Source: an optimization exercise on an open RTL-to-GDS flow (aim: small area, a short achievable clock period and few clock cycles). Production flows keep margins and buffers that such runs may drop. In this exercise RTL edits were held to simulation tests only and were not proved equivalent to the original.

## flow/design.v (module list and top-level ports; edited modules follow where they fit)
// module csp_sqsum: 3309 lines
// module closest_segment_projector: 368 lines
// module csp_top: 43 lines
module csp_top (
	input  logic        clk,
	input  logic        arst_n,
	input  logic        item_valid,
	output logic        item_stall,
	input  logic [1:0]  item_action,
	input  logic [31:0] item_px,
	input  logic [31:0] item_py,
	output logic        result_valid,
	input  logic        result_stall,
	output logic        result_empty_error,
	output logic [15:0] result_closest_index,
	output logic [15:0] result_neighbour_index,
	output logic [31:0] result_closest_x,
	output logic [31:0] result_closest_y,
	output logic [31:0] result_neighbour_x,
	output logic [31:0] result_neighbour_y,
	output logic [31:0] result_ratio_u,
	output logic [31:0] result_projected_x,
	output logic [31:0] result_projected_y
);
  // ...
==> flow/run.sh <==
#!/bin/bash
# synth_recipe.tcl (not shown) runs the flow's synth.tcl, then flattens the netlist and writes it again
# the make line also repeats each setting of config.mk as NAME=value (left out here)
make -C /OpenROAD-flow-scripts/flow DESIGN_CONFIG=/design/flow/config.mk WORK_HOME=/design/flow/orfs CLKGATE_MAP_FILE= SYNTH_SCRIPT=/design/flow/synth_recipe.tcl finish
==> flow/config.mk <==
export PLATFORM = sky130hd
export DESIGN_NAME = csp_top
export DESIGN_NICKNAME = csp_top
export VERILOG_FILES = /design/flow/design.v
export SDC_FILE = /design/flow/constraint.sdc
export NUM_CORES = 4
export LEC_CHECK = 0
export CAP_MARGIN = 20
export CORE_MARGIN = 2
export CORE_UTILIZATION = 40
export SLEW_MARGIN = 20
==> flow/constraint.sdc <==
create_clock -name core_clock -period 14.0 [get_ports {clk}]
set_input_delay 2.8000 -clock core_clock [delete_from_list [all_inputs] [get_ports {clk}]]
set_output_delay 2.8000 -clock core_clock [all_outputs]
set_load 0.01 [all_outputs]
==> out/metrics.yaml, run 1 <==
r2r_end: "u_csp.s2_s[34]$_DFF_P_"
worstSetupPathType: "reg2reg"
max_stage_delay_ns: 0.70
grt_pass1_wl_um: 742000
fmax_mhz: 74.5
chipHeight_um: 606
dp_hpwl_um: 399000
vias: 115929
drc_errors: 0
layout_commonest_cell: "inv_1"
setup.worst_path.start: "u_csp.cnt[2]$_DFFE_PN0P_"
areaGrowthSynthToFinish_pct: 10.4
cts-resized-gates: 0
status: "finished clean"
nFillCells: 35151
tightest_slew_ns: 1.29
io_buffers: 328
synth_area_um2: 145000
synth_edf_count: 1061
fin_worst_skew_ns: 0.165
synthCells: 15649
fin_util: 0.443
globalRouteMet1Util: 0.385
clkCellAreaFrac: 0.0400
drt_first_pass_iters: 7
path_clk_slew_ns: 0.06
cts_root_buffer: "clkbuf_16"
Testbench counts, summed over its fixed seeds: cycles 6,951.
==> module closest_segment_projector, before the edit <==
module closest_segment_projector (
	input  logic        clk,
	input  logic        arst_n,
	input  logic        item_valid,
	output logic        item_stall,
	input  logic [1:0]  item_action,
	input  logic [31:0] item_px,
	input  logic [31:0] item_py,
	output logic        result_valid,
	input  logic        result_stall,
	output logic        res_e,
	output logic [15:0] res_ci,
	output logic [15:0] res_ni,
	output logic [31:0] res_cx,
	output logic [31:0] res_cy,
	output logic [31:0] res_nx,
	output logic [31:0] res_ny,
	output logic [31:0] res_u,
	output logic [31:0] res_px,
	output logic [31:0] res_py
);
	localparam logic [16:0] PATH_MAX = 17'd65536;
	localparam logic [2:0] K_NONE = 3'd0;
	localparam logic [2:0] K_PT   = 3'd1;    
	localparam logic [2:0] K_END  = 3'd2;    
	localparam logic [2:0] K_RDEN = 3'd3;    
	localparam logic [2:0] K_RDA  = 3'd4;    
	localparam logic [2:0] K_RDB  = 3'd5;    
	localparam logic [2:0] E_IDLE = 3'd0;
	localparam logic [2:0] E_AB   = 3'd1;
	localparam logic [2:0] E_SH   = 3'd2;
	localparam logic [2:0] E_DIV  = 3'd3;
	localparam logic [2:0] E_F1   = 3'd4;
	localparam logic [2:0] E_F2   = 3'd5;
	logic        in_v;
	logic [1:0]  in_act;
	logic [31:0] in_x, in_y;
	logic [31:0] qx, qy;
	logic [2:0]  s2_kind;
	logic [64:0] s2_s, s2_c;
	logic [31:0] s2_x, s2_y;
	logic        s2_bad;
	logic [31:0] ax, ay, bx, by;
	logic [64:0] da, db;
	logic [16:0] cnt;
	logic        minf, pflag, qchg;
	logic        pend;
	logic [2:0]  pend_k;
	logic [2:0]  est;
	logic        res_v;
	logic eng_idle;
	assign eng_idle = (est == E_IDLE) && !res_v;
	logic [64:0] d2;
	logic        gt_a, gt_b;
	logic [66:0] num2;
	logic        s2_pt_live;
	always_comb begin
		logic [65:0] x1, y1, x2, y2;
		logic [66:0] sa, sb;
		logic [66:0] p, q, r;
		logic [66:0] nx1, ny1, nx2, ny2;
		d2 = s2_s + s2_c;
		x1 = {1'b0, s2_s} ^ {1'b0, s2_c} ^ ~{1'b0, da};
		y1 = ({1'b0, s2_s} & {1'b0, s2_c}) | ({1'b0, s2_s} & ~{1'b0, da}) | ({1'b0, s2_c} & ~{1'b0, da});
		sa = {1'b0, x1} + {y1, 1'b0};
		gt_a = sa[66];
		x2 = {1'b0, s2_s} ^ {1'b0, s2_c} ^ ~{1'b0, db};
		y2 = ({1'b0, s2_s} & {1'b0, s2_c}) | ({1'b0, s2_s} & ~{1'b0, db}) | ({1'b0, s2_c} & ~{1'b0, db});
		sb = {1'b0, x2} + {y2, 1'b0};
		gt_b = sb[66];
		p = {2'b0, s2_s};
		q = {2'b0, s2_c};
		r = {2'b0, da};
		nx1 = p ^ q ^ r;
		ny1 = {((p & q) | (p & r) | (q & r)), 1'b0};
		nx2 = nx1 ^ ny1 ^ ~{2'b0, db};
		ny2 = {((nx1 & ny1) | (nx1 & ~{2'b0, db}) | (ny1 & ~{2'b0, db})), 1'b1};
		num2 = nx2 + ny2;
		s2_pt_live = (s2_kind == K_PT) && !minf && (cnt != PATH_MAX);
	end
	logic end_ok, cap_now, fail_now, empty_now, steal, adv;
	logic [2:0] steal_k;
	always_comb begin
		end_ok    = (s2_kind == K_END) && !s2_bad && !qchg && eng_idle && (cnt != '0);
		empty_now = eng_idle && (((s2_kind == K_END) && (cnt == '0)) || (pend && pend_k == K_NONE));
		cap_now   = end_ok || ((s2_kind == K_RDEN) && pend && eng_idle);
		fail_now  = (s2_kind == K_END) && !end_ok && !empty_now;
		steal     = fail_now || (pend && !cap_now && !empty_now);
		if (fail_now) begin
			if (cnt == '0) steal_k = K_NONE;
			else if (qchg) steal_k = K_RDA;
			else steal_k = K_RDEN;
		end else begin
			steal_k = pend_k;
		end
		adv        = in_v && !steal;
		item_stall = in_v && steal;
	end
	logic [2:0]  s1_kind;
	logic [31:0] o1x, o1y, o2x, o2y;
	logic [32:0] vx, vy;
	logic [64:0] sq_s, sq_c;
	logic        use_pk;
	always_comb begin
		use_pk = s2_pt_live;
		if (steal) s1_kind = steal_k;
		else if (in_v && in_act == 2'd1) s1_kind = K_PT;
		else if (in_v && in_act == 2'd2) s1_kind = K_END;
		else s1_kind = K_NONE;
		case (s1_kind)
			K_END:   begin o1x = ax; o1y = ay; o2x = use_pk ? s2_x : bx; o2y = use_pk ? s2_y : by; end
			K_RDEN:  begin o1x = ax; o1y = ay; o2x = bx; o2y = by; end
			K_RDA:   begin o1x = ax; o1y = ay; o2x = qx; o2y = qy; end
			K_RDB:   begin o1x = bx; o1y = by; o2x = qx; o2y = qy; end
			default: begin o1x = in_x; o1y = in_y; o2x = qx; o2y = qy; end
		endcase
		vx = {o1x[31], o1x} - {o2x[31], o2x};
		vy = {o1y[31], o1y} - {o2y[31], o2y};
	end
	csp_sqsum u_sq (.a(vx), .b(vy), .s(sq_s), .c(sq_c));
	logic [64:0] den;
	logic [66:0] n2;
	logic [65:0] amag;
	logic        neg, den0, sat, first;
	logic [32:0] adx, ady;
	logic        dxn, dyn;
	logic [6:0]  bl_den;
	logic [64:0] rem;
	logic [32:0] lsh;
	logic [4:0]  dcnt;
	logic [33:0] quo;
	logic [1:0]  qlast;
	logic [64:0] accx, accy;
	logic [48:0] rx, ry;
	logic        sgx, sgy;
	function automatic logic [6:0] bitlen66(input logic [65:0] v);
		logic [6:0] r;
		r = '0;
		for (int i = 0; i < 66; i++) if (v[i]) r = 7'(i + 1);
		bitlen66 = r;
	endfunction
	function automatic logic [31:0] sat32(input logic signed [50:0] v);
		logic [31:0] r;
		if (v > 51'sh7FFF_FFFF) r = 32'h7FFF_FFFF;
		else if (v < -51'sh8000_0000) r = 32'h8000_0000;
		else r = v[31:0];
		sat32 = r;
	endfunction
	logic [32:0] ddx, ddy;
	always_comb begin
		ddx = {res_nx[31], res_nx} - {res_cx[31], res_cx};
		ddy = {res_ny[31], res_ny} - {res_cy[31], res_cy};
	end
	logic [6:0]  bl_a;
	logic [7:0]  s_est;
	logic [5:0]  s_st;
	logic [112:0] z;
	always_comb begin
		bl_a  = bitlen66(amag);
		s_est = {1'b0, bl_a} + 8'd15 - {1'b0, bl_den};
		if (s_est[7]) s_st = 6'd0;                     
		else if (s_est > 8'd31) s_st = 6'd32;
		else s_st = s_est[5:0] + {5'd0, s_est[0]};    
		z = {47'd0, amag} << (7'd47 - {1'b0, s_st});
	end
	logic [65:0] t1, t2;
	logic [65:0] t1d, t2d;
	logic        g1, g2;
	logic [64:0] r1, r2;
	always_comb begin
		t1  = {rem, lsh[32]};
		t1d = t1 - {1'b0, den};
		g1  = !t1d[65] || t1[65];
		r1  = g1 ? t1d[64:0] : t1[64:0];
		t2  = {r1, lsh[31]};
		t2d = t2 - {1'b0, den};
		g2  = !t2d[65] || t2[65];
		r2  = g2 ? t2d[64:0] : t2[64:0];
	end
	logic [64:0] accx_n, accy_n;
	always_comb begin
		accx_n = {accx[62:0], 2'b00} + (qlast[1] ? {31'd0, adx, 1'b0} : 65'd0) + (qlast[0] ? {32'd0, adx} : 65'd0);
		accy_n = {accy[62:0], 2'b00} + (qlast[1] ? {31'd0, ady, 1'b0} : 65'd0) + (qlast[0] ? {32'd0, ady} : 65'd0);
	end
	logic [31:0] q0;
	logic        rb_eff;
	logic [64:0] px_full, py_full;
	logic [31:0] u_val;
	always_comb begin
		q0     = quo[32:1];
		rb_eff = quo[0] && !(!neg && q0 == 32'h7FFF_FFFF);
		if (sat) begin
			px_full = ({32'd0, adx} << 31) - (neg ? 65'd0 : {32'd0, adx}) + 65'h8000;
			py_full = ({32'd0, ady} << 31) - (neg ? 65'd0 : {32'd0, ady}) + 65'h8000;
			u_val   = neg ? 32'h8000_0000 : 32'h7FFF_FFFF;
		end else begin
			px_full = {accx[63:0], 1'b0} + (qlast[1] ? {32'd0, adx} : 65'd0) + (rb_eff ? {32'd0, adx} : 65'd0) + 65'h8000;
			py_full = {accy[63:0], 1'b0} + (qlast[1] ? {32'd0, ady} : 65'd0) + (rb_eff ? {32'd0, ady} : 65'd0) + 65'h8000;
			u_val   = (neg ? ~q0 : q0) + {31'd0, (neg ? !rb_eff : rb_eff)};
		end
	end
	logic signed [50:0] pxs, pys;
	always_comb begin
		pxs = sgx ? $signed({{19{res_cx[31]}}, res_cx}) - $signed({2'b0, rx})
		          : $signed({{19{res_cx[31]}}, res_cx}) + $signed({2'b0, rx});
		pys = sgy ? $signed({{19{res_cy[31]}}, res_cy}) - $signed({2'b0, ry})
		          : $signed({{19{res_cy[31]}}, res_cy}) + $signed({2'b0, ry});
	end
	always_ff @(posedge clk or negedge arst_n) begin
		if (!arst_n) begin
			in_v    <= 1'b0;
			qx      <= '0;
			qy      <= '0;
			s2_kind <= K_NONE;
			cnt     <= '0;
			minf    <= 1'b0;
			qchg    <= 1'b0;
			pend    <= 1'b0;
			pend_k  <= K_NONE;
			est     <= E_IDLE;
			res_v   <= 1'b0;
		end else begin
			if (item_valid && !item_stall) in_v <= 1'b1;
			else if (adv) in_v <= 1'b0;
			if (adv && in_act == 2'd0) begin
				qx <= in_x;
				qy <= in_y;
			end
			s2_kind <= s1_kind;
			if (s2_pt_live) begin
				if (cnt == '0) begin
					cnt <= 17'd1;
				end else if (gt_a) begin
					minf <= 1'b1;
				end else begin
					cnt <= cnt + 17'd1;
				end
			end
			if (cap_now || empty_now) begin
				cnt  <= '0;
				minf <= 1'b0;
				qchg <= 1'b0;
			end else if (adv && in_act == 2'd0 && (cnt != '0 || s2_kind == K_PT)) begin
				qchg <= 1'b1;
			end
			if (cap_now || empty_now) begin
				pend   <= 1'b0;
				pend_k <= K_NONE;
			end else if (steal) begin
				pend <= 1'b1;
				if (steal_k == K_RDA) pend_k <= K_RDB;
				else if (steal_k == K_RDB) pend_k <= K_RDEN;
				else pend_k <= steal_k;
			end
			case (est)
				E_IDLE: if (cap_now) est <= E_AB;
				E_AB:   est <= E_SH;
				E_SH:   est <= den0 ? E_F1 : E_DIV;
				E_DIV:  if (dcnt == 5'd1) est <= E_F1;
				E_F1:   est <= E_F2;
				E_F2:   est <= E_IDLE;
				default: est <= E_IDLE;
			endcase
			if (est == E_F2 || empty_now) res_v <= 1'b1;
			else if (res_v && !result_stall) res_v <= 1'b0;
		end
	end
	always_ff @(posedge clk) begin
		if (item_valid && !item_stall) begin
			in_act <= item_action;
			in_x   <= item_px;
			in_y   <= item_py;
		end
		s2_s   <= sq_s;
		s2_c   <= sq_c;
		s2_x   <= in_x;
		s2_y   <= in_y;
		s2_bad <= s2_pt_live && ((cnt == '0) || (gt_a && cnt >= 17'd2 && gt_b));
		if (s2_pt_live) begin
			if (cnt == '0) begin
				ax <= s2_x; ay <= s2_y; da <= d2;
				bx <= s2_x; by <= s2_y; db <= d2;
			end else if (gt_a) begin
				pflag <= !(cnt >= 17'd2 && gt_b);
				if (!(cnt >= 17'd2 && gt_b)) begin
					bx <= s2_x; by <= s2_y; db <= d2;
				end
			end else begin
				bx <= ax; by <= ay; db <= da;
				ax <= s2_x; ay <= s2_y; da <= d2;
			end
		end
		if (s2_kind == K_RDA) da <= d2;
		if (s2_kind == K_RDB) db <= d2;
		if (cap_now) begin
			res_e  <= 1'b0;
			res_cx <= ax;
			res_cy <= ay;
			res_nx <= bx;
			res_ny <= by;
			res_ci <= 16'(cnt - 17'd1);
			if (minf) res_ni <= pflag ? cnt[15:0] : 16'(cnt - 17'd2);
			else      res_ni <= (cnt >= 17'd2) ? 16'(cnt - 17'd2) : 16'(cnt - 17'd1);
			den    <= d2;
			n2     <= num2;
		end
		if (empty_now) begin
			res_e  <= 1'b1;
			res_ci <= '0;
			res_ni <= '0;
			res_cx <= '0;
			res_cy <= '0;
			res_nx <= '0;
			res_ny <= '0;
			res_u  <= '0;
			res_px <= '0;
			res_py <= '0;
		end
		case (est)
			E_AB: begin
				neg    <= n2[66];
				amag   <= n2[66] ? 66'(-n2) : n2[65:0];
				adx    <= ddx[32] ? -ddx : ddx;
				ady    <= ddy[32] ? -ddy : ddy;
				dxn    <= ddx[32];
				dyn    <= ddy[32];
				bl_den <= bitlen66({1'b0, den});
				den0   <= (den == '0);
			end
			E_SH: begin
				rem   <= z[97:33];
				lsh   <= z[32:0];
				dcnt  <= 5'(({1'b0, s_st} + 7'd2) >> 1);
				quo   <= den0 ? {1'b0, 32'h0001_0000, 1'b0} : '0;
				qlast <= '0;
				accx  <= '0;
				accy  <= '0;
				sat   <= 1'b0;
				first <= (s_st == 6'd32);
				if (den0) neg <= 1'b0;
			end
			E_DIV: begin
				rem   <= r2;
				lsh   <= {lsh[30:0], 2'b00};
				dcnt  <= dcnt - 5'd1;
				quo   <= {quo[31:0], g1, g2};
				qlast <= {g1, g2};
				accx  <= accx_n;
				accy  <= accy_n;
				first <= 1'b0;
				if (first && (g1 || g2)) sat <= 1'b1;
			end
			E_F1: begin
				rx     <= px_full[64:16];
				ry     <= py_full[64:16];
				sgx    <= neg ^ dxn;
				sgy    <= neg ^ dyn;
				res_u  <= u_val;
			end
			E_F2: begin
				res_px <= sat32(pxs);
				res_py <= sat32(pys);
			end
			default: ;
		endcase
	end
	assign result_valid = res_v;
endmodule
==> inputs of run 2 (changes only) <==
--- a/flow/design.v
+++ b/flow/design.v
@@ -3341,11 +3341,9 @@
 	localparam logic [2:0] K_RDA  = 3'd4;    
 	localparam logic [2:0] K_RDB  = 3'd5;    
 	localparam logic [2:0] E_IDLE = 3'd0;
-	localparam logic [2:0] E_AB   = 3'd1;
-	localparam logic [2:0] E_SH   = 3'd2;
-	localparam logic [2:0] E_DIV  = 3'd3;
-	localparam logic [2:0] E_F1   = 3'd4;
-	localparam logic [2:0] E_F2   = 3'd5;
+	localparam logic [2:0] E_SH   = 3'd1;
+	localparam logic [2:0] E_DIV  = 3'd2;
+	localparam logic [2:0] E_F    = 3'd3;
 	logic        in_v;
 	logic [1:0]  in_act;
 	logic [31:0] in_x, in_y;
@@ -3357,6 +3355,7 @@
 	logic [31:0] ax, ay, bx, by;
 	logic [64:0] da, db;
 	logic [16:0] cnt;
+	logic        cnt_z, cnt_ge2, cnt_max;    
 	logic        minf, pflag, qchg;
 	logic        pend;
 	logic [2:0]  pend_k;
@@ -3390,18 +3389,18 @@
 		nx2 = nx1 ^ ny1 ^ ~{2'b0, db};
 		ny2 = {((nx1 & ny1) | (nx1 & ~{2'b0, db}) | (ny1 & ~{2'b0, db})), 1'b1};
 		num2 = nx2 + ny2;
-		s2_pt_live = (s2_kind == K_PT) && !minf && (cnt != PATH_MAX);
+		s2_pt_live = (s2_kind == K_PT) && !minf && !cnt_max;
 	end
 	logic end_ok, cap_now, fail_now, empty_now, steal, adv;
 	logic [2:0] steal_k;
 	always_comb begin
-		end_ok    = (s2_kind == K_END) && !s2_bad && !qchg && eng_idle && (cnt != '0);
-		empty_now = eng_idle && (((s2_kind == K_END) && (cnt == '0)) || (pend && pend_k == K_NONE));
+		end_ok    = (s2_kind == K_END) && !s2_bad && !qchg && eng_idle && !cnt_z;
+		empty_now = eng_idle && (((s2_kind == K_END) && cnt_z) || (pend && pend_k == K_NONE));
 		cap_now   = end_ok || ((s2_kind == K_RDEN) && pend && eng_idle);
 		fail_now  = (s2_kind == K_END) && !end_ok && !empty_now;
 		steal     = fail_now || (pend && !cap_now && !empty_now);
 		if (fail_now) begin
-			if (cnt == '0) steal_k = K_NONE;
+			if (cnt_z) steal_k = K_NONE;
 			else if (qchg) steal_k = K_RDA;
 			else steal_k = K_RDEN;
 		end else begin
@@ -3434,19 +3433,12 @@
 	csp_sqsum u_sq (.a(vx), .b(vy), .s(sq_s), .c(sq_c));
 	logic [64:0] den;
 	logic [66:0] n2;
-	logic [65:0] amag;
-	logic        neg, den0, sat, first;
-	logic [32:0] adx, ady;
-	logic        dxn, dyn;
-	logic [6:0]  bl_den;
+	logic        neg, sat, first;
+	logic signed [32:0] sdx, sdy;
 	logic [64:0] rem;
-	logic [32:0] lsh;
+	logic [33:0] lq;
 	logic [4:0]  dcnt;
-	logic [33:0] quo;
-	logic [1:0]  qlast;
-	logic [64:0] accx, accy;
-	logic [48:0] rx, ry;
-	logic        sgx, sgy;
+	logic signed [65:0] accx, accy;
 	function automatic logic [6:0] bitlen66(input logic [65:0] v);
 		logic [6:0] r;
 		r = '0;
@@ -3460,65 +3452,75 @@
 		else r = v[31:0];
 		sat32 = r;
 	endfunction
-	logic [32:0] ddx, ddy;
-	always_comb begin
-		ddx = {res_nx[31], res_nx} - {res_cx[31], res_cx};
-		ddy = {res_ny[31], res_ny} - {res_cy[31], res_cy};
-	end
-	logic [6:0]  bl_a;
-	logic [7:0]  s_est;
-	logic [5:0]  s_st;
+	logic [65:0]  amag;
+	logic [6:0]   bl_a, bl_den;
+	logic [7:0]   s_est;
+	logic [5:0]   s_st;
 	logic [112:0] z;
+	logic signed [32:0] sdx_n, sdy_n;
 	always_comb begin
-		bl_a  = bitlen66(amag);
-		s_est = {1'b0, bl_a} + 8'd15 - {1'b0, bl_den};
+		amag   = n2[66] ? 66'(-n2) : n2[65:0];
+		bl_a   = bitlen66(amag);
+		bl_den = bitlen66({1'b0, den});
+		s_est  = {1'b0, bl_a} + 8'd15 - {1'b0, bl_den};
 		if (s_est[7]) s_st = 6'd0;                     
 		else if (s_est > 8'd31) s_st = 6'd32;
 		else s_st = s_est[5:0] + {5'd0, s_est[0]};    
 		z = {47'd0, amag} << (7'd47 - {1'b0, s_st});
+		if (n2[66]) begin
+			sdx_n = {res_cx[31], res_cx} - {res_nx[31], res_nx};
+			sdy_n = {res_cy[31], res_cy} - {res_ny[31], res_ny};
+		end else begin
+			sdx_n = {res_nx[31], res_nx} - {res_cx[31], res_cx};
+			sdy_n = {res_ny[31], res_ny} - {res_cy[31], res_cy};
+		end
 	end
 	logic [65:0] t1, t2;
 	logic [65:0] t1d, t2d;
 	logic        g1, g2;
 	logic [64:0] r1, r2;
 	always_comb begin
-		t1  = {rem, lsh[32]};
+		t1  = {rem, lq[33]};
 		t1d = t1 - {1'b0, den};
 		g1  = !t1d[65] || t1[65];
 		r1  = g1 ? t1d[64:0] : t1[64:0];
-		t2  = {r1, lsh[31]};
+		t2  = {r1, lq[32]};
 		t2d = t2 - {1'b0, den};
 		g2  = !t2d[65] || t2[65];
 		r2  = g2 ? t2d[64:0] : t2[64:0];
 	end
-	logic [64:0] accx_n, accy_n;
+	logic signed [65:0] accx_n, accy_n;
 	always_comb begin
-		accx_n = {accx[62:0], 2'b00} + (qlast[1] ? {31'd0, adx, 1'b0} : 65'd0) + (qlast[0] ? {32'd0, adx} : 65'd0);
-		accy_n = {accy[62:0], 2'b00} + (qlast[1] ? {31'd0, ady, 1'b0} : 65'd0) + (qlast[0] ? {32'd0, ady} : 65'd0);
+		accx_n = (accx <<< 2) + (lq[1] ? (66'(sdx) <<< 1) : 66'sd0) + (lq[0] ? 66'(sdx) : 66'sd0);
+		accy_n = (accy <<< 2) + (lq[1] ? (66'(sdy) <<< 1) : 66'sd0) + (lq[0] ? 66'(sdy) : 66'sd0);
 	end
 	logic [31:0] q0;
 	logic        rb_eff;
-	logic [64:0] px_full, py_full;
+	logic signed [66:0] fx, fy;
 	logic [31:0] u_val;
 	always_comb begin
-		q0     = quo[32:1];
-		rb_eff = quo[0] && !(!neg && q0 == 32'h7FFF_FFFF);
+		logic signed [66:0] cx16, cy16, ox1, ox2, oy1, oy2;
+		logic [1:0] m;
+		q0     = lq[32:1];
+		rb_eff = lq[0] && !(!neg && q0 == 32'h7FFF_FFFF);
+		m      = {1'b0, lq[1]} + {1'b0, rb_eff};
+		cx16   = $signed({{19{res_cx[31]}}, res_cx, sdx[32] ? 16'h7FFF : 16'h8000});
+		cy16   = $signed({{19{res_cy[31]}}, res_cy, sdy[32] ? 16'h7FFF : 16'h8000});
 		if (sat) begin
-			px_full = ({32'd0, adx} << 31) - (neg ? 65'd0 : {32'd0, adx}) + 65'h8000;
-			py_full = ({32'd0, ady} << 31) - (neg ? 65'd0 : {32'd0, ady}) + 65'h8000;
-			u_val   = neg ? 32'h8000_0000 : 32'h7FFF_FFFF;
+			ox1   = 67'(sdx) <<< 31;
+			ox2   = neg ? 67'sd0 : 67'sd0 - 67'(sdx);
+			oy1   = 67'(sdy) <<< 31;
+			oy2   = neg ? 67'sd0 : 67'sd0 - 67'(sdy);
+			u_val = neg ? 32'h8000_0000 : 32'h7FFF_FFFF;
 		end else begin
-			px_full = {accx[63:0], 1'b0} + (qlast[1] ? {32'd0, adx} : 65'd0) + (rb_eff ? {32'd0, adx} : 65'd0) + 65'h8000;
-			py_full = {accy[63:0], 1'b0} + (qlast[1] ? {32'd0, ady} : 65'd0) + (rb_eff ? {32'd0, ady} : 65'd0) + 65'h8000;
-			u_val   = (neg ? ~q0 : q0) + {31'd0, (neg ? !rb_eff : rb_eff)};
+			ox1   = 67'(accx) <<< 1;
+			ox2   = m[1] ? (67'(sdx) <<< 1) : m[0] ? 67'(sdx) : 67'sd0;
+			oy1   = 67'(accy) <<< 1;
+			oy2   = m[1] ? (67'(sdy) <<< 1) : m[0] ? 67'(sdy) : 67'sd0;
+			u_val = (neg ? ~q0 : q0) + {31'd0, (neg ? !rb_eff : rb_eff)};
 		end
-	end
-	logic signed [50:0] pxs, pys;
-	always_comb begin
-		pxs = sgx ? $signed({{19{res_cx[31]}}, res_cx}) - $signed({2'b0, rx})
-		          : $signed({{19{res_cx[31]}}, res_cx}) + $signed({2'b0, rx});
-		pys = sgy ? $signed({{19{res_cy[31]}}, res_cy}) - $signed({2'b0, ry})
-		          : $signed({{19{res_cy[31]}}, res_cy}) + $signed({2'b0, ry});
+		fx = cx16 + ox1 + ox2;
+		fy = cy16 + oy1 + oy2;
 	end
 	always_ff @(posedge clk or negedge arst_n) begin
 		if (!arst_n) begin
@@ -3527,6 +3529,9 @@
 			qy      <= '0;
 			s2_kind <= K_NONE;
 			cnt     <= '0;
+			cnt_z   <= 1'b1;
+			cnt_ge2 <= 1'b0;
+			cnt_max <= 1'b0;
 			minf    <= 1'b0;
 			qchg    <= 1'b0;
 			pend    <= 1'b0;
@@ -3542,19 +3547,25 @@
 			end
 			s2_kind <= s1_kind;
 			if (s2_pt_live) begin
-				if (cnt == '0) begin
-					cnt <= 17'd1;
+				if (cnt_z) begin
+					cnt   <= 17'd1;
+					cnt_z <= 1'b0;
 				end else if (gt_a) begin
 					minf <= 1'b1;
 				end else begin
-					cnt <= cnt + 17'd1;
+					cnt     <= cnt + 17'd1;
+					cnt_ge2 <= 1'b1;
+					cnt_max <= (cnt == PATH_MAX - 17'd1);
 				end
 			end
 			if (cap_now || empty_now) begin
-				cnt  <= '0;
-				minf <= 1'b0;
-				qchg <= 1'b0;
-			end else if (adv && in_act == 2'd0 && (cnt != '0 || s2_kind == K_PT)) begin
+				cnt     <= '0;
+				cnt_z   <= 1'b1;
+				cnt_ge2 <= 1'b0;
+				cnt_max <= 1'b0;
+				minf    <= 1'b0;
+				qchg    <= 1'b0;
+			end else if (adv && in_act == 2'd0 && (!cnt_z || s2_kind == K_PT)) begin
 				qchg <= 1'b1;
 			end
 			if (cap_now || empty_now) begin
@@ -3567,15 +3578,13 @@
 				else pend_k <= steal_k;
 			end
 			case (est)
-				E_IDLE: if (cap_now) est <= E_AB;
-				E_AB:   est <= E_SH;
-				E_SH:   est <= den0 ? E_F1 : E_DIV;
-				E_DIV:  if (dcnt == 5'd1) est <= E_F1;
-				E_F1:   est <= E_F2;
-				E_F2:   est <= E_IDLE;
+				E_IDLE: if (cap_now) est <= E_SH;
+				E_SH:   est <= (den == '0) ? E_F : E_DIV;
+				E_DIV:  if (dcnt == 5'd1) est <= E_F;
+				E_F:    est <= E_IDLE;
 				default: est <= E_IDLE;
 			endcase
-			if (est == E_F2 || empty_now) res_v <= 1'b1;
+			if (est == E_F || empty_now) res_v <= 1'b1;
 			else if (res_v && !result_stall) res_v <= 1'b0;
 		end
 	end
@@ -3589,14 +3598,14 @@
 		s2_c   <= sq_c;
 		s2_x   <= in_x;
 		s2_y   <= in_y;
-		s2_bad <= s2_pt_live && ((cnt == '0) || (gt_a && cnt >= 17'd2 && gt_b));
+		s2_bad <= s2_pt_live && (cnt_z || (gt_a && cnt_ge2 && gt_b));
 		if (s2_pt_live) begin
-			if (cnt == '0) begin
+			if (cnt_z) begin
 				ax <= s2_x; ay <= s2_y; da <= d2;
 				bx <= s2_x; by <= s2_y; db <= d2;
 			end else if (gt_a) begin
-				pflag <= !(cnt >= 17'd2 && gt_b);
-				if (!(cnt >= 17'd2 && gt_b)) begin
+				pflag <= !(cnt_ge2 && gt_b);
+				if (!(cnt_ge2 && gt_b)) begin
 					bx <= s2_x; by <= s2_y; db <= d2;
 				end
 			end else begin
@@ -3614,7 +3623,7 @@
 			res_ny <= by;
 			res_ci <= 16'(cnt - 17'd1);
 			if (minf) res_ni <= pflag ? cnt[15:0] : 16'(cnt - 17'd2);
-			else      res_ni <= (cnt >= 17'd2) ? 16'(cnt - 17'd2) : 16'(cnt - 17'd1);
+			else      res_ni <= cnt_ge2 ? 16'(cnt - 17'd2) : 16'(cnt - 17'd1);
 			den    <= d2;
 			n2     <= num2;
 		end
@@ -3631,49 +3640,31 @@
 			res_py <= '0;
 		end
 		case (est)
-			E_AB: begin
-				neg    <= n2[66];
-				amag   <= n2[66] ? 66'(-n2) : n2[65:0];
-				adx    <= ddx[32] ? -ddx : ddx;
-				ady    <= ddy[32] ? -ddy : ddy;
-				dxn    <= ddx[32];
-				dyn    <= ddy[32];
-				bl_den <= bitlen66({1'b0, den});
-				den0   <= (den == '0);
-			end
 			E_SH: begin
+				neg   <= n2[66] && (den != '0);
+				sdx   <= sdx_n;
+				sdy   <= sdy_n;
 				rem   <= z[97:33];
-				lsh   <= z[32:0];
+				lq    <= (den == '0) ? {1'b0, 32'h0001_0000, 1'b0} : {z[32:0], 1'b0};
 				dcnt  <= 5'(({1'b0, s_st} + 7'd2) >> 1);
-				quo   <= den0 ? {1'b0, 32'h0001_0000, 1'b0} : '0;
-				qlast <= '0;
 				accx  <= '0;
 				accy  <= '0;
 				sat   <= 1'b0;
 				first <= (s_st == 6'd32);
-				if (den0) neg <= 1'b0;
 			end
 			E_DIV: begin
 				rem   <= r2;
-				lsh   <= {lsh[30:0], 2'b00};
+				lq    <= {lq[31:0], g1, g2};
 				dcnt  <= dcnt - 5'd1;
-				quo   <= {quo[31:0], g1, g2};
-				qlast <= {g1, g2};
 				accx  <= accx_n;
 				accy  <= accy_n;
 				first <= 1'b0;
 				if (first && (g1 || g2)) sat <= 1'b1;
 			end
-			E_F1: begin
-				rx     <= px_full[64:16];
-				ry     <= py_full[64:16];
-				sgx    <= neg ^ dxn;
-				sgy    <= neg ^ dyn;
+			E_F: begin
 				res_u  <= u_val;
-			end
-			E_F2: begin
-				res_px <= sat32(pxs);
-				res_py <= sat32(pys);
+				res_px <= sat32(fx[66:16]);
+				res_py <= sat32(fy[66:16]);
 			end
 			default: ;
 		endcase
--- a/flow/config.mk
+++ b/flow/config.mk
@@ -7,5 +7,6 @@
 export LEC_CHECK = 0
 export CAP_MARGIN = 20
 export CORE_MARGIN = 2
-export CORE_UTILIZATION = 40
+export CORE_UTILIZATION = 50
+export SETUP_SLACK_MARGIN = 5
 export SLEW_MARGIN = 20
==> run 2 against run 1 <==
Synthesized cell count shrank 0.57%. Critical path depth grew 1. Final cell count is 3.6% lower. Critical endpoint is now u_csp.s2_s[31]$_DFF_P_. Highest routed layer unchanged.
==> out/metrics.yaml, run 2 <==
drive_gt1_frac: 0.138
status: "finished clean"
synth_warnings: 1
ant_nets: 0
num_rows: 194
vias: 117759  # +1.6%
synth_area_um2: 140000  # -3.5%
yosysMostFrequentCell: "inv_1"
io_buffers: 328  # unchanged
core_um2: 279000
cts_tree: "yes"
synthCells: 15560  # -0.57%
antenna_found_initial: 25
tightest_slew_ns: 1.18  # -0.112 ns
finalSetupViolations: 0
hold_path.class: "reg2reg"
drc_errors: 0  # unchanged
yosys-top-cells-count: "inv_1, nor2_1, fa_1"
clk_path_buf_depth: 4
rsz0062_at_grt: "true"
critPathRequiredTime_ns: 14.75
max_stage_delay_ns: 0.60  # -0.10 ns
grt_use_total: 0.362
ys_ff_latch: 1309
fin_worst_skew_ns: 0.0944  # -0.0706 ns
worstSetupPathType: "reg2reg"
detail_route.vias_per_cell: 5.91
regMostFlops: "u_csp.n2"
die_w_um: 533
wl_per_cell_um: 26.4
hold_viol: 0
final_cell_mix: "inv_1, nor2_1, nand2_1, fa_1, ha_1"
io_pins: 329
grt_pass1_wl_um: 765000  # +3.0%
grt_overflow: 0
post-route-min-period_ns: 10.81
maxSlewViolCount: 0
drt_first_pass_iters: 9  # +2
numClockSinks: 1309
crit_top_cell: "fa_2"
synth_edf_count: 858  # -19%
dr.first_iter.drc_count: 13020
path_max_fanout: 7
avgSynthCellArea_um2: 9.00
postCtsHoldBufs: 0
place.gp.congestion: 1.00
synth_ff_type: "edfxtp_1"
largest_register_ff_count: 67
cts_max_level: 4
holdWs_ns: 0.418
clk_latency_ns: 0.91
die-area_um2: 284000
synth_nets: 18112
finalSetupTns_ns: 0
grt_max_degree: 190
chipHeight_um: 533  # -12%
end_kind: "flip-flop"
numCtsBuffers: 166
design_area_um2: 163000
ys_top_cells_by_area: "fa_1, edfxtp_1, ha_1, inv_1, dfxtp_1"
areaGrowthSynthToFinish_pct: 16.1
maxCapViolCount: 0
ys_seq_area_frac: 0.252
path_clk_slew_ns: 0.07  # about the same
cp-start-kind: "flip-flop"
cts_root_buffer: "clkbuf_16"
maxSlewHeadroom: 0.207
yosysTopAreaCellShare: 0.211
drt-total-wl_um: 526000
nNetsFinal: 18616
async_flop_share: 0.0741
start_util: 0.502
cp.arrival_ns: 11.56
dpl_cell_area_um2: 147000
fin_util: 0.583  # +0.140
slowest_stage: "fa_2"
grt_pass1_vias: 113606
synth_top_area_cell: "fa_1"
dp_hpwl_um: 395000  # -1.2%
fmax_mhz: 92.5  # +24%
fin_crit_sh: 0.772
layout_commonest_cell: "inv_1"
synth.distinct_cells: 103
reg_top3: "u_csp.n2: 67 flops, u_csp.accx: 66 flops, u_csp.accy: 66 flops"
run 2: changes by cell type in the layout (fill, tap and decap cells not counted), moves of 97 or more:
| cell | before | now |
|---|---|---|
| buf_4 | 208 | 414 |
| nor2_1 | 1804 | 1535 |
| o21ai_0 | 545 | 651 |
| inv_2 | 5 | 153 |
| buf_6 | 2 | 117 |
| inv_1 | 2082 | 2188 |
| nand3_1 | 249 | 152 |
| xnor2_1 | 623 | 422 |
| edfxtp_1 | 1061 | 858 |
| fa_1 | 1349 | 1252 |
| nand2_1 | 1141 | 1334 |
| fa_2 | 0 | 227 |
| buf_12 | 3 | 109 |
run 2: stage by stage:
stage                     cells  setup slack, ns
final                     19924             3.19
after global routing      19920             2.87
after CTS                 19822             3.42
after detailed placement  19077             1.25
after global placement    19077             1.40
after floorplan           15560             3.37
run 2: path summary, 6_finish.rpt:
path	to	start	cells after the start	slack, ns
worst max register to register	u_csp.s2_s[31]$_DFF_P_	u_csp.pend_k[1]$_DFFE_PN0P_	46	3.19
min in group asynchronous	u_csp.cnt[3]$_DFFE_PN0P_	arst_n	1	1.93
worst min-delay path	u_csp.s2_x[12]$_DFF_P_	u_csp.in_x[12]$_DFFE_PP_	0	0.42
worst max-delay path	u_csp.s2_s[31]$_DFF_P_	u_csp.pend_k[1]$_DFFE_PN0P_	46	3.19
worst min register to register	u_csp.s2_x[12]$_DFF_P_	u_csp.in_x[12]$_DFFE_PP_	0	0.42
max in group asynchronous	u_csp.qy[29]$_DFFE_PN0P_	arst_n	2	10.66
run 2: per-layer routing:
layer | track usage | up-vias | part of all wire
li1 | - | 52843 | -
met1 | 0.516 | 57957 | 0.42
met2 | 0.517 | 5672 | 0.41
met3 | 0.0801 | 1267 | 0.10
met4 | 0.180 | 20 | 0.061
met5 | 0 | - | 0.00028
run 2: repair_timing:
item	in CTS	in global routing
endpoints found under the setup margin	286	276
cloned	26	1
buffers inserted	420	95
resized for setup	875	392
pin swaps	442	265
run 2: critical path: cells and delay by family, from the launching register on:
kind                       cells  cell delay, ns
adders and majority gates     11            4.77
and+or+nand+nor                9            1.66
DFF                            1            0.42
AOI/OAI and AO/OA             17            2.89
buffers and inverters          9            0.88
run 2: kinds of logic (layout without fill, tap and decap cells):
family,after synthesis,in the layout,synth area share
AO/OA/AOI/OAI,3199,3203,0.144
flip-flops,1309,1309,0.252
AND/OR/NAND/NOR,4274,4276,0.136
adder cells (fa/ha/maj),2482,2482,0.301
buffers and inverters,3073,3702,0.0828
XOR/XNOR,755,755,0.0473
multiplexers,468,468,0.0366
other,0,5,0
run 2: area by class of cell:
type	count	area [um2]
Inverter	2353	8880
Fill cell	24801	116000
Clock buffer	199	4440
Timing Repair Buffer	1049	11600
Timing Repair inverter	1	5.00
Multi-Input combinational cell	11184	96700
Sequential cell	1309	35300
Tap cell	3724	4660
Clock inverter	100	948
Antenna cell	5	12.5
Testbench counts of run 2, summed over its fixed seeds: cycles 6,345.
==> inputs of run 3 (changes only) <==
--- a/flow/design.v
+++ b/flow/design.v
@@ -3337,9 +3337,14 @@
 	localparam logic [2:0] K_NONE = 3'd0;
 	localparam logic [2:0] K_PT   = 3'd1;    
 	localparam logic [2:0] K_END  = 3'd2;    
-	localparam logic [2:0] K_RDEN = 3'd3;    
-	localparam logic [2:0] K_RDA  = 3'd4;    
-	localparam logic [2:0] K_RDB  = 3'd5;    
+	localparam logic [2:0] K_DEN  = 3'd3;    
+	localparam logic [2:0] K_RDEN = 3'd4;    
+	localparam logic [2:0] K_RDA  = 3'd5;    
+	localparam logic [2:0] K_RDB  = 3'd6;    
+	localparam logic [1:0] P_EMPTY = 2'd0;
+	localparam logic [1:0] P_RDA   = 2'd1;
+	localparam logic [1:0] P_RDB   = 2'd2;
+	localparam logic [1:0] P_RDEN  = 2'd3;
 	localparam logic [2:0] E_IDLE = 3'd0;
 	localparam logic [2:0] E_SH   = 3'd1;
 	localparam logic [2:0] E_DIV  = 3'd2;
@@ -3347,95 +3352,123 @@
 	logic        in_v;
 	logic [1:0]  in_act;
 	logic [31:0] in_x, in_y;
+	logic [32:0] in_vx, in_vy;
 	logic [31:0] qx, qy;
+	logic        started, qchg, hold_q;
 	logic [2:0]  s2_kind;
 	logic [64:0] s2_s, s2_c;
 	logic [31:0] s2_x, s2_y;
 	logic        s2_bad;
+	logic [32:0] evx, evy;
 	logic [31:0] ax, ay, bx, by;
 	logic [64:0] da, db;
 	logic [16:0] cnt;
 	logic        cnt_z, cnt_ge2, cnt_max;    
-	logic        minf, pflag, qchg;
+	logic        minf, pflag;
 	logic        pend;
-	logic [2:0]  pend_k;
+	logic [1:0]  pstep;
 	logic [2:0]  est;
 	logic        res_v;
-	logic eng_idle;
+	logic [31:0] jcx, jcy, jnx, jny;
+	logic [15:0] jci, jni;
+	logic eng_idle, eng_free, f_go;
 	assign eng_idle = (est == E_IDLE) && !res_v;
+	assign eng_free = (est == E_IDLE) || (est == E_F && !res_v);
+	assign f_go     = (est == E_F) && (!res_v || !result_stall);
 	logic [64:0] d2;
 	logic        gt_a, gt_b;
-	logic [66:0] num2;
+	logic [65:0] nmag;
+	logic        nsgn;
 	logic        s2_pt_live;
+	function automatic logic gt3(input logic [64:0] a, input logic [64:0] b, input logic [64:0] d);
+		logic [65:0] x, y;
+		logic [66:0] t;
+		x = {1'b0, a} ^ {1'b0, b} ^ ~{1'b0, d};
+		y = ({1'b0, a} & {1'b0, b}) | ({1'b0, a} & ~{1'b0, d}) | ({1'b0, b} & ~{1'b0, d});
+		t = {1'b0, x} + {y, 1'b0};
+		gt3 = t[66];
+	endfunction
+	function automatic logic [66:0] add4(input logic [66:0] a, input logic [66:0] b,
+	                                     input logic [66:0] c, input logic [66:0] d,
+	                                     input logic [2:0] k);
+		logic [66:0] x1, y1, x2, y2;
+		x1 = a ^ b ^ c;
+		y1 = {((a & b) | (a & c) | (b & c)), k[1]};
+		x2 = x1 ^ y1 ^ d;
+		y2 = {((x1 & y1) | (x1 & d) | (y1 & d)), k[0]};
+		add4 = x2 + y2 + {66'd0, k[2]};
+	endfunction
 	always_comb begin
-		logic [65:0] x1, y1, x2, y2;
-		logic [66:0] sa, sb;
-		logic [66:0] p, q, r;
-		logic [66:0] nx1, ny1, nx2, ny2;
-		d2 = s2_s + s2_c;
-		x1 = {1'b0, s2_s} ^ {1'b0, s2_c} ^ ~{1'b0, da};
-		y1 = ({1'b0, s2_s} & {1'b0, s2_c}) | ({1'b0, s2_s} & ~{1'b0, da}) | ({1'b0, s2_c} & ~{1'b0, da});
-		sa = {1'b0, x1} + {y1, 1'b0};
-		gt_a = sa[66];
-		x2 = {1'b0, s2_s} ^ {1'b0, s2_c} ^ ~{1'b0, db};
-		y2 = ({1'b0, s2_s} & {1'b0, s2_c}) | ({1'b0, s2_s} & ~{1'b0, db}) | ({1'b0, s2_c} & ~{1'b0, db});
-		sb = {1'b0, x2} + {y2, 1'b0};
-		gt_b = sb[66];
-		p = {2'b0, s2_s};
-		q = {2'b0, s2_c};
-		r = {2'b0, da};
-		nx1 = p ^ q ^ r;
-		ny1 = {((p & q) | (p & r) | (q & r)), 1'b0};
-		nx2 = nx1 ^ ny1 ^ ~{2'b0, db};
-		ny2 = {((nx1 & ny1) | (nx1 & ~{2'b0, db}) | (ny1 & ~{2'b0, db})), 1'b1};
-		num2 = nx2 + ny2;
+		logic [66:0] es, ec, ea, eb, pn, nn;
+		es   = {2'b00, s2_s};
+		ec   = {2'b00, s2_c};
+		ea   = {2'b00, da};
+		eb   = {2'b00, db};
+		d2   = s2_s + s2_c;
+		gt_a = gt3(s2_s, s2_c, da);
+		gt_b = gt3(s2_s, s2_c, db);
+		pn   = add4(es, ec, ea, ~eb, 3'b001);           
+		nn   = add4(~es, ~ec, ~ea, eb, 3'b111);         
+		nsgn = pn[66];
+		nmag = pn[66] ? nn[65:0] : pn[65:0];
 		s2_pt_live = (s2_kind == K_PT) && !minf && !cnt_max;
 	end
-	logic end_ok, cap_now, fail_now, empty_now, steal, adv;
+	logic s2_end, fast, empty_now, cap_now, go_slow, steal, hold, in_pe, adv, take;
 	logic [2:0] steal_k;
 	always_comb begin
-		end_ok    = (s2_kind == K_END) && !s2_bad && !qchg && eng_idle && !cnt_z;
-		empty_now = eng_idle && (((s2_kind == K_END) && cnt_z) || (pend && pend_k == K_NONE));
-		cap_now   = end_ok || ((s2_kind == K_RDEN) && pend && eng_idle);
-		fail_now  = (s2_kind == K_END) && !end_ok && !empty_now;
-		steal     = fail_now || (pend && !cap_now && !empty_now);
-		if (fail_now) begin
-			if (cnt_z) steal_k = K_NONE;
-			else if (qchg) steal_k = K_RDA;
-			else steal_k = K_RDEN;
-		end else begin
-			steal_k = pend_k;
-		end
-		adv        = in_v && !steal;
-		item_stall = in_v && steal;
+		s2_end    = (s2_kind == K_END);
+		fast      = s2_end && !s2_bad && !hold_q && !cnt_z && eng_free;
+		empty_now = eng_idle && ((s2_end && cnt_z) || (pend && pstep == P_EMPTY));
+		cap_now   = (s2_kind == K_DEN) || ((s2_kind == K_RDEN) && pend && eng_free);
+		go_slow   = s2_end && !fast && !empty_now;
+		steal     = fast || (pend && pstep != P_EMPTY && !cap_now);
+		case (pstep)
+			P_RDA:   steal_k = K_RDA;
+			P_RDB:   steal_k = K_RDB;
+			P_RDEN:  steal_k = K_RDEN;
+			default: steal_k = K_NONE;
+		endcase
+		if (fast) steal_k = K_DEN;
+		hold      = go_slow || (pend && !cap_now && !empty_now);
+		in_pe     = in_v && (in_act == 2'd1 || in_act == 2'd2);
+		adv       = in_pe && !steal && !hold;
+		item_stall = hold_q || (in_pe && !adv);
+		take      = item_valid && !item_stall;
 	end
 	logic [2:0]  s1_kind;
-	logic [31:0] o1x, o1y, o2x, o2y;
-	logic [32:0] vx, vy;
+	logic [32:0] tvx, tvy;
 	logic [64:0] sq_s, sq_c;
-	logic        use_pk;
 	always_comb begin
-		use_pk = s2_pt_live;
 		if (steal) s1_kind = steal_k;
-		else if (in_v && in_act == 2'd1) s1_kind = K_PT;
-		else if (in_v && in_act == 2'd2) s1_kind = K_END;
+		else if (adv) s1_kind = (in_act == 2'd1) ? K_PT : K_END;
 		else s1_kind = K_NONE;
-		case (s1_kind)
-			K_END:   begin o1x = ax; o1y = ay; o2x = use_pk ? s2_x : bx; o2y = use_pk ? s2_y : by; end
-			K_RDEN:  begin o1x = ax; o1y = ay; o2x = bx; o2y = by; end
-			K_RDA:   begin o1x = ax; o1y = ay; o2x = qx; o2y = qy; end
-			K_RDB:   begin o1x = bx; o1y = by; o2x = qx; o2y = qy; end
-			default: begin o1x = in_x; o1y = in_y; o2x = qx; o2y = qy; end
-		endcase
-		vx = {o1x[31], o1x} - {o2x[31], o2x};
-		vy = {o1y[31], o1y} - {o2y[31], o2y};
+		tvx = steal ? evx : in_vx;
+		tvy = steal ? evy : in_vy;
+	end
+	csp_sqsum u_sq (.a(tvx), .b(tvy), .s(sq_s), .c(sq_c));
+	logic        ev_load;
+	logic [31:0] e1x, e1y, e2x, e2y;
+	always_comb begin
+		ev_load = 1'b1;
+		if (adv && in_act == 2'd2) begin
+			e1x = ax; e1y = ay;
+			e2x = s2_pt_live ? s2_x : bx;
+			e2y = s2_pt_live ? s2_y : by;
+		end else if (go_slow && hold_q) begin
+			e1x = ax; e1y = ay; e2x = qx; e2y = qy;
+		end else if (pend && pstep == P_RDA) begin
+			e1x = bx; e1y = by; e2x = qx; e2y = qy;
+		end else begin
+			ev_load = go_slow || (pend && pstep == P_RDB);
+			e1x = ax; e1y = ay; e2x = bx; e2y = by;
+		end
 	end
-	csp_sqsum u_sq (.a(vx), .b(vy), .s(sq_s), .c(sq_c));
 	logic [64:0] den;
-	logic [66:0] n2;
+	logic [66:0] den3;   
+	logic [65:0] rem;    
+	logic        nneg;   
 	logic        neg, sat, first;
 	logic signed [32:0] sdx, sdy;
-	logic [64:0] rem;
 	logic [33:0] lq;
 	logic [4:0]  dcnt;
 	logic signed [65:0] accx, accy;
@@ -3459,7 +3492,7 @@
 	logic [112:0] z;
 	logic signed [32:0] sdx_n, sdy_n;
 	always_comb begin
-		amag   = n2[66] ? 66'(-n2) : n2[65:0];
+		amag   = rem;
 		bl_a   = bitlen66(amag);
 		bl_den = bitlen66({1'b0, den});
 		s_est  = {1'b0, bl_a} + 8'd15 - {1'b0, bl_den};
@@ -3467,83 +3500,109 @@
 		else if (s_est > 8'd31) s_st = 6'd32;
 		else s_st = s_est[5:0] + {5'd0, s_est[0]};    
 		z = {47'd0, amag} << (7'd47 - {1'b0, s_st});
-		if (n2[66]) begin
-			sdx_n = {res_cx[31], res_cx} - {res_nx[31], res_nx};
-			sdy_n = {res_cy[31], res_cy} - {res_ny[31], res_ny};
+		if (nneg) begin
+			sdx_n = {jcx[31], jcx} - {jnx[31], jnx};
+			sdy_n = {jcy[31], jcy} - {jny[31], jny};
 		end else begin
-			sdx_n = {res_nx[31], res_nx} - {res_cx[31], res_cx};
-			sdy_n = {res_ny[31], res_ny} - {res_cy[31], res_cy};
+			sdx_n = {jnx[31], jnx} - {jcx[31], jcx};
+			sdy_n = {jny[31], jny} - {jcy[31], jcy};
 		end
 	end
-	logic [65:0] t1, t2;
-	logic [65:0] t1d, t2d;
-	logic        g1, g2;
-	logic [64:0] r1, r2;
-	always_comb begin
-		t1  = {rem, lq[33]};
-		t1d = t1 - {1'b0, den};
-		g1  = !t1d[65] || t1[65];
-		r1  = g1 ? t1d[64:0] : t1[64:0];
-		t2  = {r1, lq[32]};
-		t2d = t2 - {1'b0, den};
-		g2  = !t2d[65] || t2[65];
-		r2  = g2 ? t2d[64:0] : t2[64:0];
-	end
-	logic signed [65:0] accx_n, accy_n;
+	logic [66:0] tq;
+	logic [67:0] u1, u2, u3;
+	logic        c1, c2, c3, g1, g2;
+	logic [64:0] r2;
 	always_comb begin
-		accx_n = (accx <<< 2) + (lq[1] ? (66'(sdx) <<< 1) : 66'sd0) + (lq[0] ? 66'(sdx) : 66'sd0);
-		accy_n = (accy <<< 2) + (lq[1] ? (66'(sdy) <<< 1) : 66'sd0) + (lq[0] ? 66'(sdy) : 66'sd0);
+		tq = {rem[64:0], lq[33], lq[32]};
+		u1 = {1'b0, tq} - {3'b000, den};
+		u2 = {1'b0, tq} - {2'b00, den, 1'b0};
+		u3 = {1'b0, tq} - {1'b0, den3};
+		c1 = !u1[67];
+		c2 = !u2[67];
+		c3 = !u3[67];
+		g1 = c2;
+		g2 = c3 || (c1 && !c2);
+		if (c3) r2 = u3[64:0];
+		else if (c2) r2 = u2[64:0];
+		else if (c1) r2 = u1[64:0];
+		else r2 = tq[64:0];
 	end
 	logic [31:0] q0;
 	logic        rb_eff;
+	logic [1:0]  m;
 	logic signed [66:0] fx, fy;
 	logic [31:0] u_val;
 	always_comb begin
-		logic signed [66:0] cx16, cy16, ox1, ox2, oy1, oy2;
-		logic [1:0] m;
+		logic signed [66:0] x1, x2, x3, y1, y2, y3;
+		logic [15:0] rcx, rcy;
 		q0     = lq[32:1];
 		rb_eff = lq[0] && !(!neg && q0 == 32'h7FFF_FFFF);
 		m      = {1'b0, lq[1]} + {1'b0, rb_eff};
-		cx16   = $signed({{19{res_cx[31]}}, res_cx, sdx[32] ? 16'h7FFF : 16'h8000});
-		cy16   = $signed({{19{res_cy[31]}}, res_cy, sdy[32] ? 16'h7FFF : 16'h8000});
-		if (sat) begin
-			ox1   = 67'(sdx) <<< 31;
-			ox2   = neg ? 67'sd0 : 67'sd0 - 67'(sdx);
-			oy1   = 67'(sdy) <<< 31;
-			oy2   = neg ? 67'sd0 : 67'sd0 - 67'(sdy);
-			u_val = neg ? 32'h8000_0000 : 32'h7FFF_FFFF;
+		rcx    = (sdx[32] ? 16'h7FFF : 16'h8000) + {15'd0, sat && !neg};
+		rcy    = (sdy[32] ? 16'h7FFF : 16'h8000) + {15'd0, sat && !neg};
+		if (est == E_F) begin
+			x1 = $signed({{19{jcx[31]}}, jcx, rcx});
+			y1 = $signed({{19{jcy[31]}}, jcy, rcy});
+			if (sat) begin
+				x2 = 67'(sdx) <<< 31;
+				x3 = neg ? 67'sd0 : ~(67'(sdx));
+				y2 = 67'(sdy) <<< 31;
+				y3 = neg ? 67'sd0 : ~(67'(sdy));
+			end else begin
+				x2 = 67'(accx) <<< 1;
+				x3 = m[1] ? (67'(sdx) <<< 1) : m[0] ? 67'(sdx) : 67'sd0;
+				y2 = 67'(accy) <<< 1;
+				y3 = m[1] ? (67'(sdy) <<< 1) : m[0] ? 67'(sdy) : 67'sd0;
+			end
 		end else begin
-			ox1   = 67'(accx) <<< 1;
-			ox2   = m[1] ? (67'(sdx) <<< 1) : m[0] ? 67'(sdx) : 67'sd0;
-			oy1   = 67'(accy) <<< 1;
-			oy2   = m[1] ? (67'(sdy) <<< 1) : m[0] ? 67'(sdy) : 67'sd0;
-			u_val = (neg ? ~q0 : q0) + {31'd0, (neg ? !rb_eff : rb_eff)};
+			x1 = lq[1] ? (67'(sdx) <<< 1) : 67'sd0;
+			x2 = 67'(accx) <<< 2;
+			x3 = lq[0] ? 67'(sdx) : 67'sd0;
+			y1 = lq[1] ? (67'(sdy) <<< 1) : 67'sd0;
+			y2 = 67'(accy) <<< 2;
+			y3 = lq[0] ? 67'(sdy) : 67'sd0;
 		end
-		fx = cx16 + ox1 + ox2;
-		fy = cy16 + oy1 + oy2;
+		fx = x1 + x2 + x3;
+		fy = y1 + y2 + y3;
+		if (sat) u_val = neg ? 32'h8000_0000 : 32'h7FFF_FFFF;
+		else     u_val = (neg ? ~q0 : q0) + {31'd0, (neg ? !rb_eff : rb_eff)};
 	end
 	always_ff @(posedge clk or negedge arst_n) begin
 		if (!arst_n) begin
 			in_v    <= 1'b0;
 			qx      <= '0;
 			qy      <= '0;
+			started <= 1'b0;
+			qchg    <= 1'b0;
+			hold_q  <= 1'b0;
 			s2_kind <= K_NONE;
 			cnt     <= '0;
 			cnt_z   <= 1'b1;
 			cnt_ge2 <= 1'b0;
 			cnt_max <= 1'b0;
 			minf    <= 1'b0;
-			qchg    <= 1'b0;
 			pend    <= 1'b0;
-			pend_k  <= K_NONE;
+			pstep   <= P_EMPTY;
 			est     <= E_IDLE;
 			res_v   <= 1'b0;
 		end else begin
-			if (item_valid && !item_stall) in_v <= 1'b1;
-			else if (adv) in_v <= 1'b0;
-			if (adv && in_act == 2'd0) begin
-				qx <= in_x;
-				qy <= in_y;
+			if (take) in_v <= 1'b1;
+			else if (!in_pe || adv) in_v <= 1'b0;
+			if (take) begin
+				case (item_action)
+					2'd0: begin
+						qx <= item_px;
+						qy <= item_py;
+						if (started) qchg <= 1'b1;
+					end
+					2'd1: started <= 1'b1;
+					2'd2: begin
+						started <= 1'b0;
+						qchg    <= 1'b0;
+						if (qchg) hold_q <= 1'b1;
+					end
+					default: ;
+				endcase
 			end
 			s2_kind <= s1_kind;
 			if (s2_pt_live) begin
@@ -3564,41 +3623,48 @@
 				cnt_ge2 <= 1'b0;
 				cnt_max <= 1'b0;
 				minf    <= 1'b0;
-				qchg    <= 1'b0;
-			end else if (adv && in_act == 2'd0 && (!cnt_z || s2_kind == K_PT)) begin
-				qchg <= 1'b1;
+				hold_q  <= 1'b0;
 			end
 			if (cap_now || empty_now) begin
-				pend   <= 1'b0;
-				pend_k <= K_NONE;
-			end else if (steal) begin
+				pend <= 1'b0;
+			end else if (go_slow) begin
 				pend <= 1'b1;
-				if (steal_k == K_RDA) pend_k <= K_RDB;
-				else if (steal_k == K_RDB) pend_k <= K_RDEN;
-				else pend_k <= steal_k;
+				if (cnt_z) pstep <= P_EMPTY;
+				else if (hold_q) pstep <= P_RDA;
+				else pstep <= P_RDEN;
+			end else if (pend && pstep == P_RDA) begin
+				pstep <= P_RDB;
+			end else if (pend && pstep == P_RDB) begin
+				pstep <= P_RDEN;
 			end
 			case (est)
 				E_IDLE: if (cap_now) est <= E_SH;
 				E_SH:   est <= (den == '0) ? E_F : E_DIV;
 				E_DIV:  if (dcnt == 5'd1) est <= E_F;
-				E_F:    est <= E_IDLE;
+				E_F:    if (f_go) est <= cap_now ? E_SH : E_IDLE;
 				default: est <= E_IDLE;
 			endcase
-			if (est == E_F || empty_now) res_v <= 1'b1;
+			if (f_go || empty_now) res_v <= 1'b1;
 			else if (res_v && !result_stall) res_v <= 1'b0;
 		end
 	end
 	always_ff @(posedge clk) begin
-		if (item_valid && !item_stall) begin
+		if (take) begin
 			in_act <= item_action;
 			in_x   <= item_px;
 			in_y   <= item_py;
+			in_vx  <= {item_px[31], item_px} - {qx[31], qx};
+			in_vy  <= {item_py[31], item_py} - {qy[31], qy};
 		end
 		s2_s   <= sq_s;
 		s2_c   <= sq_c;
 		s2_x   <= in_x;
 		s2_y   <= in_y;
 		s2_bad <= s2_pt_live && (cnt_z || (gt_a && cnt_ge2 && gt_b));
+		if (ev_load) begin
+			evx <= {e1x[31], e1x} - {e2x[31], e2x};
+			evy <= {e1y[31], e1y} - {e2y[31], e2y};
+		end
 		if (s2_pt_live) begin
 			if (cnt_z) begin
 				ax <= s2_x; ay <= s2_y; da <= d2;
@@ -3616,16 +3682,16 @@
 		if (s2_kind == K_RDA) da <= d2;
 		if (s2_kind == K_RDB) db <= d2;
 		if (cap_now) begin
-			res_e  <= 1'b0;
-			res_cx <= ax;
-			res_cy <= ay;
-			res_nx <= bx;
-			res_ny <= by;
-			res_ci <= 16'(cnt - 17'd1);
-			if (minf) res_ni <= pflag ? cnt[15:0] : 16'(cnt - 17'd2);
-			else      res_ni <= cnt_ge2 ? 16'(cnt - 17'd2) : 16'(cnt - 17'd1);
-			den    <= d2;
-			n2     <= num2;
+			jcx <= ax;
+			jcy <= ay;
+			jnx <= bx;
+			jny <= by;
+			jci <= 16'(cnt - 17'd1);
+			if (minf) jni <= pflag ? cnt[15:0] : 16'(cnt - 17'd2);
+			else      jni <= cnt_ge2 ? 16'(cnt - 17'd2) : 16'(cnt - 17'd1);
+			den  <= d2;
+			rem  <= nmag;
+			nneg <= nsgn;
 		end
 		if (empty_now) begin
 			res_e  <= 1'b1;
@@ -3641,10 +3707,11 @@
 		end
 		case (est)
 			E_SH: begin
-				neg   <= n2[66] && (den != '0);
+				neg   <= nneg && (den != '0);
+				den3  <= {2'b00, den} + {1'b0, den, 1'b0};
 				sdx   <= sdx_n;
 				sdy   <= sdy_n;
-				rem   <= z[97:33];
+				rem   <= {1'b0, z[97:33]};
 				lq    <= (den == '0) ? {1'b0, 32'h0001_0000, 1'b0} : {z[32:0], 1'b0};
 				dcnt  <= 5'(({1'b0, s_st} + 7'd2) >> 1);
 				accx  <= '0;
@@ -3653,15 +3720,22 @@
 				first <= (s_st == 6'd32);
 			end
 			E_DIV: begin
-				rem   <= r2;
+				rem   <= {1'b0, r2};
 				lq    <= {lq[31:0], g1, g2};
 				dcnt  <= dcnt - 5'd1;
-				accx  <= accx_n;
-				accy  <= accy_n;
+				accx  <= fx[65:0];
+				accy  <= fy[65:0];
 				first <= 1'b0;
-				if (first && (g1 || g2)) sat <= 1'b1;
+				if (first && c1) sat <= 1'b1;
 			end
-			E_F: begin
+			E_F: if (f_go) begin
+				res_e  <= 1'b0;
+				res_ci <= jci;
+				res_ni <= jni;
+				res_cx <= jcx;
+				res_cy <= jcy;
+				res_nx <= jnx;
+				res_ny <= jny;
 				res_u  <= u_val;
 				res_px <= sat32(fx[66:16]);
 				res_py <= sat32(fy[66:16]);
==> run 3 against run 2 <==
Sequential cell count grew 295. Hold slack lost 0.081 ns. Global-route usage shrank 0.77 points. Die area grew 11%. Synthesized cell count grew 8.0%. Critical path depth shrank 13. Critical endpoint is now u_csp.rem[47]$_DFFE_PP_.
==> out/metrics.yaml, run 3 <==
status: "finished clean"
cts_max_level: 4  # unchanged
start_util: 0.502  # -0.000528
drt-total-wl_um: 574000  # +9.1%
fin_worst_skew_ns: 0.124  # +0.0301 ns
nFillCells: 28739  # +16%
multiInputGateArea_um2: 103000  # +7.0%
max_stage_delay_ns: 0.65  # +0.05 ns
io_buffers: 328  # unchanged
yosysTopAreaCellShare: 0.203  # -0.00840
grt_use_met2: 0.514  # -0.00302
synth_edf_count: 1056  # +23%
hold_path.class: "reg2reg"
grt_max_degree: 171  # -10%
dr.first_iter.drc_count: 14448  # +11%
finalSetupViolations: 0  # unchanged
post-route-min-period_ns: 9.06  # -1.76 ns
tightest_slew_ns: 1.25  # +0.0644 ns
fin_crit_sh: 0.647  # -0.125
drive_gt1_frac: 0.0699  # -0.0676
cts_tree: "yes"
drt_first_pass_iters: 6  # -3
maxSlewViolCount: 0  # unchanged
yosys-top-cells-count: "inv_1, nor2_1, fa_1"
rsz0062_at_grt: "true"
ys_seq_area_frac: 0.276  # +0.0245
ant_nets: 0  # unchanged
end_kind: "flip-flop"
antenna_found_initial: 40  # +60%
vias: 128645  # +9.2%
grt_use_total: 0.354  # -0.00767
synth.distinct_cells: 106  # +2.9%
dp_hpwl_um: 444000  # +12%
regMostFlops: "u_csp.den3"
fin_util: 0.552  # -0.0311
clk_latency_ns: 0.94  # +0.03 ns
slowest_stage: "edfxtp_1"
numCtsBuffers: 195  # +17%
grt_pass1_wl_um: 832000  # +8.8%
die-area_um2: 317000  # +11%
grt_pass1_vias: 122256  # +7.6%
dpl_cell_area_um2: 164000  # +11%
postCtsHoldBufs: 0  # unchanged
largest_register_ff_count: 67  # unchanged
num_rows: 205  # +5.7%
yosysMostFrequentCell: "inv_1"
maxSlewHeadroom: 0.165  # -0.0423
design_area_um2: 172000  # +5.7%
hold_viol: 0  # unchanged
ys_top_cells_by_area: "edfxtp_1, fa_1, ha_1, dfxtp_1, inv_1"
cp-start-kind: "flip-flop"
ys_ff_latch: 1604  # +23%
chipHeight_um: 563  # +5.6%
critPathRequiredTime_ns: 14.65  # -0.10 ns
core_um2: 311000  # +12%
finalSetupTns_ns: 0  # unchanged
avgSynthCellArea_um2: 9.30  # +3.3%
crit_top_cell: "o31ai_1"
synth_nets: 19539  # +7.9%
place.gp.congestion: 1.02  # +2.1%
die_w_um: 563  # +5.6%
drc_errors: 0  # unchanged
wl_per_cell_um: 27.1  # +2.8%
nNetsFinal: 19574  # +5.1%
[run 3: area by class of cell]
class	instances	area share
well taps	4140	0.0301
repair inverters	5	0.000685
clock inverters	98	0.00543
multi-input cells	12293	0.602
diodes	10	0.000146
inverters	2173	0.0477
flip-flops and latches	1604	0.251
repair buffers	564	0.0307
clock buffers	264	0.0318
[run 3: cells by family after synthesis]
group                    count (synthesis)  share of synthesized area
AO/OA/AOI/OAI                         3996                      0.165
XOR/XNOR                               712                     0.0399
adder cells (fa/ha/maj)               2668                      0.282
buffers and inverters                 2905                     0.0705
flip-flops                            1604                      0.276
multiplexers                           582                     0.0392
AND/OR/NAND/NOR                       4334                      0.126
[run 3: through the flow]
stage | hold WS (ns) | setup slack [ns] | cells
after floorplan | 0.323 | 4.98 | 16801
after global placement | 0.324 | 3.23 | 20726
after detailed placement | 0.327 | 3.19 | 20727
after CTS | 0.339 | 4.99 | 21099
after global routing | 0.345 | 4.87 | 21144
final | 0.336 | 4.94 | 21151
[run 3: worst paths after layout]
| check | startpoint | to | cells past startpoint |
|---|---|---|---|
| setup / recovery | u_csp.rem[6]$_DFFE_PP_ | u_csp.rem[47]$_DFFE_PP_ | 33 |
| hold / removal | u_csp.in_x[16]$_DFFE_PP_ | u_csp.s2_x[16]$_DFF_P_ | 0 |
| setup reg to reg | u_csp.rem[6]$_DFFE_PP_ | u_csp.rem[47]$_DFFE_PP_ | 33 |
| hold reg to reg | u_csp.in_x[16]$_DFFE_PP_ | u_csp.s2_x[16]$_DFF_P_ | 0 |
| max in group asynchronous | arst_n | u_csp.qy[7]$_DFFE_PN0P_ | 3 |
| min in group asynchronous | arst_n | u_csp.res_v$_DFFE_PN0P_ | 1 |
[run 3: what timing repair did]
item | 4_1_cts | 5_1_grt
pin swaps | 11 | 26
setup buffers | 6 | 37
gates resized for setup | 71 | 175
gates cloned | 4 | 5
endpoints found under the setup margin | 148 | 184
[run 3: worst max-delay path: cells and delay by family (launching register included)]
family / cells / cell delay (ns)
AO/OA/AOI/OAI: 19 / 4.92
AND/OR/NAND/NOR: 4 / 1.10
multiplexers: 4 / 0.90
adder cells (fa/ha/maj): 3 / 0.86
flip-flops: 1 / 0.65
buffers and inverters: 3 / 0.37
[run 3: per-layer routing]
layer  up-vias  routed length [um]
met2      5725              239000
met4        16               26900
li1      57837                   -
met1     63941              251000
met3      1126               56900
met5         -                 100
Testbench counts of run 3, summed over its fixed seeds: cycles 6,031.

## static timing again, ports no longer ideal
No port has a modelled driver above. Below, the same layouts with a new extraction and two added sets of constraints.
Step 1 sets driving cells, clkbuf_16 on the clock port and buf_2 on the other inputs (assumed; they add their load-dependent delay and slew).
Step 2 adds t to the input delays and takes it off the output delays; t is the mean of the earliest and latest rising clock arrival at the registers after step 1. Input paths then give back, and output paths get back, about the clock's delay inside the block.
Three values: no drivers, after step 1, after step 2; two values: the first two.
run	t (ns)	setup slack, ns	hold slack, ns	worst setup path after step 2	pins driven straight from the clock port
run 1	1.016	0.585 / 0.585 / 0.585	0.413 / 0.413 / 0.413	register to register	1
run 2	0.968	3.190 / 3.190 / 3.190	0.418 / 0.418 / 0.418	register to register	1
run 3	0.998	4.945 / 4.945 / 4.945	0.336 / 0.336 / 0.336	register to register	1
After both steps every run listed still meets setup and hold.
